This is an optimization exercise on Yosys and OpenROAD, whose aim is a short achievable clock period and few clock cycles per item, not a production implementation.
In this exercise RTL edits were held to simulation tests only and were not proved equivalent to the original.
Power and IR drop assume default switching activity.

## run E
==> module bundleFetch, before the edit <==
module bundleFetch
(
	input  logic        clock_i,
	input  logic        reset_i,
	input  logic        resetLate_i,
	input  vliwPkg::axiLiteReq_t axiReq_i,
	output vliwPkg::axiLiteRsp_t axiRsp_o,
	output logic        issue_o,
	output vliwPkg::instr_t slotA_o,
	output vliwPkg::instr_t slotB_o
);
	logic awRdy;
	logic wRdy;
	logic awGot;
	logic wGot;
	logic bValid;
	logic [1:0] bResp;
	logic heldSlotA;
	logic heldSlotB;
	logic [31:0] wData;
	logic [3:0] wStrb;
	logic isSlotA;
	logic isSlotB;
	logic [31:0] curData;
	logic [3:0] curStrb;
	vliwPkg::instr_t slotA;
	vliwPkg::instr_t slotB;
	vliwPkg::instr_t mergedA;
	vliwPkg::instr_t mergedB;
	vliwPkg::instr_t takenA;
	vliwPkg::instr_t takenB;
	logic takenIsA;
	logic takenIsB;
	logic awFire;
	logic wFire;
	logic awHas;
	logic wHas;
	logic done;
	logic bNext;
	function automatic logic [31:0] mergeStrobe(
		input logic [31:0] oldWord,
		input logic [31:0] newWord,
		input logic [3:0] strb
	);
		logic [31:0] merged;
		merged = oldWord;
		for (int i = 0; i < 4; i++)
		begin
			if (strb[i])
				merged[8*i +: 8] = newWord[8*i +: 8];
		end
		mergeStrobe = merged;
	endfunction
	assign awFire = axiReq_i.awvalid && !awGot && !bValid;
	assign wFire = axiReq_i.wvalid && !wGot && !bValid;
	assign awHas = awGot || awFire;
	assign wHas = wGot || wFire;
	assign done = awHas && wHas;
	assign bNext = done || (bValid && !axiReq_i.bready);
	always_ff @(posedge clock_i)
	begin
		if (reset_i)
		begin
			awRdy <= 1'b1;
			wRdy <= 1'b1;
			awGot <= 1'b0;
			wGot <= 1'b0;
			bValid <= 1'b0;
			takenIsA <= 1'b0;
			takenIsB <= 1'b0;
		end
		else
		begin
			awGot <= awHas && !wHas;
			wGot <= wHas && !awHas;
			bValid <= bNext;
			awRdy <= !(awHas && !wHas) && !bNext;
			wRdy <= !(wHas && !awHas) && !bNext;
			takenIsA <= done && isSlotA;
			takenIsB <= done && isSlotB;
		end
	end
	always_ff @(posedge clock_i)
	begin
		if (!awGot && !bValid)
		begin
			heldSlotA <= (axiReq_i.awaddr == vliwPkg::slotAOffset);
			heldSlotB <= (axiReq_i.awaddr == vliwPkg::slotBOffset);
			bResp <= (axiReq_i.awaddr == vliwPkg::slotAOffset || axiReq_i.awaddr == vliwPkg::slotBOffset)
				? vliwPkg::respOkay : vliwPkg::respSlverr;
		end
		if (!wGot && !bValid)
		begin
			wData <= axiReq_i.wdata;
			wStrb <= axiReq_i.wstrb;
		end
		takenA <= mergedA;
		takenB <= mergedB;
	end
	assign isSlotA = awGot ? heldSlotA : (axiReq_i.awaddr == vliwPkg::slotAOffset);
	assign isSlotB = awGot ? heldSlotB : (axiReq_i.awaddr == vliwPkg::slotBOffset);
	assign curData = wGot ? wData : axiReq_i.wdata;
	assign curStrb = wGot ? wStrb : axiReq_i.wstrb;
	assign mergedA = vliwPkg::instr_t'(mergeStrobe(slotA, curData, curStrb));
	assign mergedB = vliwPkg::instr_t'(mergeStrobe(slotB, curData, curStrb));
	always_ff @(posedge clock_i)
	begin
		if (resetLate_i)
		begin
			slotA <= '0;
			slotB <= '0;
		end
		else
		begin
			if (takenIsA)
				slotA <= takenA;
			if (takenIsB)
				slotB <= takenB;
		end
	end
	assign axiRsp_o.awready = awRdy;
	assign axiRsp_o.wready = wRdy;
	assign axiRsp_o.bvalid = bValid;
	assign axiRsp_o.bresp = bResp;
	assign issue_o = done && isSlotB;
	assign slotA_o = slotA;
	assign slotB_o = mergedB;
endmodule
clock: 4.5 ns
lec_check: 0
cap_margin: 20
core_margin: 2
core_utilization: 30
cts_cluster_diameter: 80
cts_cluster_size: 30
place_density: 0.35
setup_slack_margin: 2.6
slew_margin: 20
standard.sh (not shown) runs the stock make flow with config.mk's settings and CLKGATE_MAP_FILE= SYNTH_SCRIPT=/design/flow/synth_recipe.tcl, a recipe that flattens the netlist after the stock synthesis.
==> flow/flow/run.sh <==
#!/bin/bash
# The standard flow, with a narrower cell set: delay cells are kept out of
# port buffering and repair, and adders and slow wide or stacked cells out of
# technology mapping (no register cell is affected); sizing is not held to
# cell footprints. Each step's output goes to a log of its own here.
set -euo pipefail
DONT_USE="$(cat flow/dontuse.txt)"
bash standard.sh "DONT_USE_CELLS=$DONT_USE" synth > synth.log 2>&1
bash standard.sh MATCH_CELL_FOOTPRINT=0 "DONT_USE_CELLS=$DONT_USE" finish > layout.log 2>&1
Other scripts of this flow, unchanged in this note and not shown: flow/flow/dontuse.txt
Testbench counts of run E, summed over its fixed seeds: cycles 14,510, bundles 4,800.
## Diff of input files: run B against run E
diff --git a/flow/design.v b/flow/design.v
--- a/flow/design.v
+++ b/flow/design.v
@@ -185,16 +185,17 @@
 		if (!awGot && !bValid)
 		begin
 			heldSlotA <= (axiReq_i.awaddr == vliwPkg::slotAOffset);
 			heldSlotB <= (axiReq_i.awaddr == vliwPkg::slotBOffset);
-			bResp <= (axiReq_i.awaddr == vliwPkg::slotAOffset || axiReq_i.awaddr == vliwPkg::slotBOffset)
-				? vliwPkg::respOkay : vliwPkg::respSlverr;
 		end
 		if (!wGot && !bValid)
 		begin
 			wData <= axiReq_i.wdata;
 			wStrb <= axiReq_i.wstrb;
 		end
+		bResp <= (awGot || bValid) ? ((heldSlotA || heldSlotB) ? vliwPkg::respOkay : vliwPkg::respSlverr)
+			: ((axiReq_i.awaddr == vliwPkg::slotAOffset || axiReq_i.awaddr == vliwPkg::slotBOffset)
+				? vliwPkg::respOkay : vliwPkg::respSlverr);
 		takenA <= mergedA;
 		takenB <= mergedB;
 	end
 	assign isSlotA = awGot ? heldSlotA : (axiReq_i.awaddr == vliwPkg::slotAOffset);
==> comparison <==
Setup WNS run E -> run B: better
Looking at class of the most critical setup path, the reg2out result is from run E; the reg2reg one comes from run B.
Compared with run E, run B supports a higher clock frequency.
Run B has post-route clock period utilization below what run E had.
On die area, run E and run B are basically level.
Comparing run E and run B, portion of the layout cell area used by non-clock buffers is lower on run E.
Sequential power of run E is on par with run B.
Testbench counts of run B, summed over its fixed seeds: cycles 14,510, bundles 4,800.

[re-timing with driven ports]
Ports are ideal in the flow. The routed layouts listed here were re-timed in OpenROAD. Step 1 assumes that a clkbuf_16 drives the clock port and a buf_2 every other input. Step 2 also shifts input and output timing later by t, the mid clock arrival at the registers, as if the neighbouring blocks saw the same clock. a / b / c = no drivers / after step 1 / after step 2; a / b = the first two.
| run | t (ns) | slack for setup (ns) | slew at the worst register clock pin (ns) |
|---|---|---|---|
| run E | 0.902 | 2.282 / 2.191 / 2.029 | 0.11 / 0.11 |
| run B | 0.921 | 2.291 / 2.220 / 1.990 | 0.12 / 0.12 |
After both steps setup and hold are still met in every run listed. The setup slack of run B, which loses most, moves by -0.071 ns with the drivers and by -0.301 ns with both steps.
